This design comes from an exercise in tuning for small area on the open sky130 flow, not from production work. Where RTL was checked, it was by simulation tests only, not by an equivalence proof against the original. Power and IR drop assume default switching activity.

==> flow/design.v (excerpt) <==
module gtx_usrclk_monitor_top (
  input  logic        clk,
  input  logic        rst,
  input  logic [7:0]  tx_clk_tog,
  input  logic [7:0]  rx_clk_tog,
  input  logic        clr_loss,
  input  logic [3:0]  cnt_sel,
  output logic [7:0]  tx_clk_ok,
  output logic [7:0]  rx_clk_ok,
  output logic [7:0]  tx_loss,
  output logic [7:0]  rx_loss,
  output logic [15:0] cnt_rd,
  output logic        win_done
);
For scale: ~1700 cells after synthesis, ~590 flip-flops.
clock: 5.0 ns
lec_check: 0
cap_margin: 20
core_margin: 2
core_utilization: 40
place_density: 0.6
slew_margin: 20
standard.sh (not shown) runs the stock make flow with config.mk's settings and CLKGATE_MAP_FILE= SYNTH_SCRIPT=/design/flow/synth_recipe.tcl, a recipe that flattens the netlist after the stock synthesis.
==> flow/flow/run.sh <==
#!/bin/bash
# Layout flow: the standard ORFS flow (standard synthesis unchanged), with
# two changes to how the layout is built:
#  * clock tree synthesis without dummy loads (-dont_use_dummy_load),
#  * the port buffers that ORFS inserts on every input and output use the
#    smallest buffer, sky130_fd_sc_hd__buf_1.
# Each tool's output goes to a log file in the work folder.
set -euo pipefail
CTS="-sink_clustering_enable -repair_clock_nets -dont_use_dummy_load"
if [[ -f flow/cts_args.txt ]]; then CTS="$(cat flow/cts_args.txt)"; fi
bash standard.sh "CTS_ARGS=$CTS" "BUFFER_PORTS_ARGS=-buffer_cell sky130_fd_sc_hd__buf_1" finish > standard_flow.log 2>&1
==> flow/flow/cts_args.txt <==
-sink_clustering_enable -repair_clock_nets -dont_use_dummy_load -buf_list sky130_fd_sc_hd__clkbuf_8 -sink_clustering_size 20 -sink_clustering_max_diameter 100
Then changed:
==> flow/run.sh (new file) <==
#!/bin/bash
# synth_recipe.tcl (not shown) runs the flow's synth.tcl, then flattens the netlist and writes it again
# the make line also repeats each setting of config.mk as NAME=value (left out here)
make -C /OpenROAD-flow-scripts/flow DESIGN_CONFIG=/design/flow/config.mk WORK_HOME=/design/flow/orfs CLKGATE_MAP_FILE= SYNTH_SCRIPT=/design/flow/synth_recipe.tcl finish
- CTS_BUF_LIST: unset -> sky130_fd_sc_hd__clkbuf_8
- CTS_CLUSTER_SIZE: unset -> 30
removed: flow/flow/run.sh
removed: flow/flow/cts_args.txt
removed: flow/standard.sh
Result:
- The new run ran to the end with no violations
- utilization went up by 3.1 points
- clock power went up by 100%
- critical path depth does not change
- combinational power went up by about 1%
- synthesized cell count is unchanged
- clock-buffer cell count went up by 77
- setup slack got worse by 0.026 ns
- non-clock buffer count went up by 1

== run A ==
Another version of the RTL of gtx_usrclk_monitor_top (not shown whole).
For scale: roughly 590 flip-flops, roughly 72 I/O pins.
export LEC_CHECK = 0
export CAP_MARGIN = 20
export CORE_MARGIN = 2
export CORE_UTILIZATION = 60
export PLACE_DENSITY = 0.75
export SLEW_MARGIN = 20
create_clock -name core_clock -period 5.0 [get_ports {clk}]
==> flow/flow/run.sh <==
#!/bin/bash
# Layout flow: the standard ORFS flow (standard synthesis unchanged), with
# these changes to how the layout is built:
#  * clock tree synthesis without dummy loads (-dont_use_dummy_load) and with
#    the buffer and clustering options in flow/cts_args.txt,
#  * the port buffers that ORFS inserts on every input and output use the
#    smallest buffer, sky130_fd_sc_hd__buf_1,
#  * any further ORFS variables listed one per line in flow/make_args.txt.
# Each tool's output goes to a log file in the work folder.
set -euo pipefail
CTS="-sink_clustering_enable -repair_clock_nets -dont_use_dummy_load"
if [[ -f flow/cts_args.txt ]]; then CTS="$(cat flow/cts_args.txt)"; fi
EXTRA=()
if [[ -f flow/make_args.txt ]]; then mapfile -t EXTRA < flow/make_args.txt; fi
bash standard.sh "CTS_ARGS=$CTS" "BUFFER_PORTS_ARGS=-buffer_cell sky130_fd_sc_hd__buf_1" "${EXTRA[@]}" finish > standard_flow.log 2>&1
==> flow/flow/cts_args.txt <==
-sink_clustering_enable -repair_clock_nets -dont_use_dummy_load -buf_list sky130_fd_sc_hd__clkbuf_8 -sink_clustering_size 16 -sink_clustering_max_diameter 100
Changes in run B relative to run A:
- CAP_MARGIN now 0, was 20
- SLEW_MARGIN now 0, was 20
### Flow results
Run B: flow completed, timing, DRC and antenna clean. Diff run A..run B | reported max-cap violation count | unchanged. Buffers inserted during post-CTS setup optimization across run B and run A: no real change. As far as synthesized cell count goes, run A and run B are indistinguishable; the numbers are identical. From run B to run A, routed wire length did not move at all.
Relative to run B, the following input files were edited for run C:
- SLEW_MARGIN now 20, was 0
- CAP_MARGIN now 20, was 0
==> flow/flow/cts_args.txt <==
-sink_clustering_enable -repair_clock_nets -dont_use_dummy_load -buf_list sky130_fd_sc_hd__clkbuf_8 -sink_clustering_size 20 -sink_clustering_max_diameter 100
## What came out
Between run B and run C, the fraction of cell area in non-clock buffers does not differ in any meaningful way. For sequential standard cell area, run C and run B come out practically identical. Run C reports a higher sequential share of cell area than run B does. [compare] base=run B new=run C: layout inverter count without the clock tree barely changed, power dropped about 2%, final area dropped about 0.36%, net switching power figure dropped about 2.1%. The setup slack of run C is smaller than that of run B. Sort run B and run C by number of non-clock buffers asc -> top: run B.
### run C -> run D
- swapping 60 for 75 in CORE_UTILIZATION
- swapping 20 for 0 in CAP_MARGIN
- swapping 0.75 for 0.85 in PLACE_DENSITY
- swapping 20 for 0 in SLEW_MARGIN
- putting GPL_TIMING_DRIVEN at 0 where nothing was set
==> flow/flow/cts_args.txt <==
-sink_clustering_enable -repair_clock_nets -dont_use_dummy_load -buf_list sky130_fd_sc_hd__clkbuf_8 -sink_clustering_size 16 -sink_clustering_max_diameter 100
## What came out
The final layouts of run C and run D pass the timing, DRC and antenna checks.
Run D vs run C — data-path buffer share of cell area in the final layout rose 1.2 points.
On first-iteration DRC count, the higher figure sits with run D, not run C.
Run D vs run C — flop-to-flop setup slack dropped 180 ps.
Going from run C to run D, data required time at the worst endpoint dropped 90 ps; met2 layer wire length in the routed design climbed about 20%; share of total power in sequential cells dropped 1.8 points; clock-pin slew on the worst setup and hold paths barely changed.
No functional check of the RTL was part of any run of this note.

Another version of the RTL of gtx_usrclk_monitor_top (not shown whole).
Size in the first run: roughly 590 flip-flops, ~23000 um2 of cells after synthesis.
## gtx_usrclk_monitor_top
module gtx_usrclk_monitor_top (
  input  logic        clk,
  input  logic        rst,
  input  logic [7:0]  tx_clk_tog,
  input  logic [7:0]  rx_clk_tog,
  input  logic        clr_loss,
  input  logic [3:0]  cnt_sel,
  output logic [7:0]  tx_clk_ok,
  output logic [7:0]  rx_clk_ok,
  output logic [7:0]  tx_loss,
  output logic [7:0]  rx_loss,
  output logic [15:0] cnt_rd,
  output logic        win_done
);
  gtx_usrclk_monitor #(
    .CHNL_NUM(8), .BUFG_NUM("multi"), .WIN_CYC(16000), .CNT_W(16),
    .EXP_CNT(1250), .TOL(8), .LOCK_WIN(4)
  ) u_mon (
    .clk(clk),
    .rst(rst),
    .tx_clk_tog(tx_clk_tog),
    .rx_clk_tog(rx_clk_tog),
    .clr_loss(clr_loss),
    .cnt_sel(cnt_sel),
    .tx_clk_ok(tx_clk_ok),
    .rx_clk_ok(rx_clk_ok),
    .tx_loss(tx_loss),
    .rx_loss(rx_loss),
    .cnt_rd(cnt_rd),
    .win_done(win_done)
  );
endmodule
==> flow/config.mk <==
export PLATFORM = sky130hd
export DESIGN_NAME = gtx_usrclk_monitor_top
export DESIGN_NICKNAME = gtx_usrclk_monitor_top
export VERILOG_FILES = /design/flow/design.v
export SDC_FILE = /design/flow/constraint.sdc
export NUM_CORES = 4
export LEC_CHECK = 0
export CAP_MARGIN = 20
export CORE_MARGIN = 2
export CORE_UTILIZATION = 80
export PLACE_DENSITY = 0.88
export SLEW_MARGIN = 20
==> flow/constraint.sdc <==
create_clock -name core_clock -period 5.0 [get_ports {clk}]
set_input_delay 1.0000 -clock core_clock [delete_from_list [all_inputs] [get_ports {clk}]]
set_output_delay 1.0000 -clock core_clock [all_outputs]
set_load 0.01 [all_outputs]
==> flow/flow/cts_args.txt <==
-sink_clustering_enable -repair_clock_nets -dont_use_dummy_load -buf_list sky130_fd_sc_hd__clkbuf_8 -sink_clustering_size 16 -sink_clustering_max_diameter 100
Scripts as last shown in full above: flow/flow/run.sh
==> next run, changes <==
- CORE_UTILIZATION: 80 -> 70
- PLACE_DENSITY: 0.88 -> 0.8
Power hardly moves; hold slack hardly moves; register-to-register slack improves by 0.19 ns; worst setup slack improves by 0.19 ns; cell count grows by about 2.7%; sequential cell count is unchanged; wire length shrinks by about 10%; count of clock-buffer cells in the layout stays the same; utilization shrinks by 10 points; area after synthesis stays the same.

Another version of the RTL of gtx_usrclk_monitor_top (not shown whole).
For scale: ~1700 cells after synthesis, about 590 flip-flops, about 72 I/O pins.
Design gtx_usrclk_monitor_top, start of the top module:
module gtx_usrclk_monitor_top (
  input  logic        clk,
  input  logic        rst,
  input  logic [7:0]  tx_clk_tog,
  input  logic [7:0]  rx_clk_tog,
  input  logic        clr_loss,
  input  logic [3:0]  cnt_sel,
  output logic [7:0]  tx_clk_ok,
  output logic [7:0]  rx_clk_ok,
  output logic [7:0]  tx_loss,
  output logic [7:0]  rx_loss,
  output logic [15:0] cnt_rd,
  output logic        win_done
);
clock: 5.0 ns
lec_check: 0
cap_margin: 20
core_margin: 2
core_utilization: 70
place_density: 0.8
slew_margin: 20
==> flow/flow/cts_args.txt <==
-sink_clustering_enable -repair_clock_nets -dont_use_dummy_load -buf_list sky130_fd_sc_hd__clkbuf_8 -sink_clustering_size 18 -sink_clustering_max_diameter 90
Scripts as last shown in full above: flow/flow/run.sh
The first run produced a clean layout.
Edit:
==> flow/flow/cts_args.txt (replaced) <==
-sink_clustering_enable -repair_clock_nets -dont_use_dummy_load -buf_list sky130_fd_sc_hd__clkbuf_8 -sink_clustering_size 16 -sink_clustering_max_diameter 100
=> Hold slack hardly moves; worst setup slack improves by 0.057 ns; wire length went up by 0.33%; sequential cell count does not change; clock power rose by about 5%; total power went up by 1.4%.

## separate check: timing with driven ports
In the flow no input, the clock included, has a driving cell. The finished layouts below were timed again as built, in two steps.
Step 1 (the two cells are an assumption about what drives the block):
set clk [get_ports {clk}]
set_driving_cell -lib_cell sky130_fd_sc_hd__clkbuf_16 $clk
set_driving_cell -lib_cell sky130_fd_sc_hd__buf_2 [delete_from_list [all_inputs] $clk]
Step 2 times the ports against the registers' clock, not the clock port: input delays grow and output delays shrink by t, the midpoint of the rising clock arrivals with the driver on.
Three values: ideal, step 1, step 2; two values: the first two.
run	t, ns	setup slack, ns	slew at the worst register clock pin (ns)	pins driven straight from the clock port
the first run of note 1	0.653	0.384 / 0.384 / 0.174	0.12 / 0.12	1
the second run of note 1	0.741	0.357 / 0.357 / 0.032	0.07 / 0.07	1
run A	0.663	0.306 / 0.306 / 0.227	0.11 / 0.11	1
run B	0.663	0.306 / 0.306 / 0.227	0.11 / 0.11	1
run C	0.657	0.288 / 0.288 / 0.213	0.12 / 0.12	1
run D	0.628	0.113 / 0.103 / -0.525	0.12 / 0.12	1
the first run of note 3	0.633	0.154 / 0.154 / 0.020	0.11 / 0.11	1
the second run of note 3	0.621	0.343 / 0.343 / 0.097	0.11 / 0.11	1
the first run of note 4	0.615	0.285 / 0.285 / 0.116	0.12 / 0.12	1
the second run of note 4	0.621	0.343 / 0.343 / 0.097	0.11 / 0.11	1
With both steps, setup timing fails in run D, where it was met with ideal ports. The setup slack of run D, which loses most, moves by -0.010 ns with the drivers and by -0.638 ns with both steps.
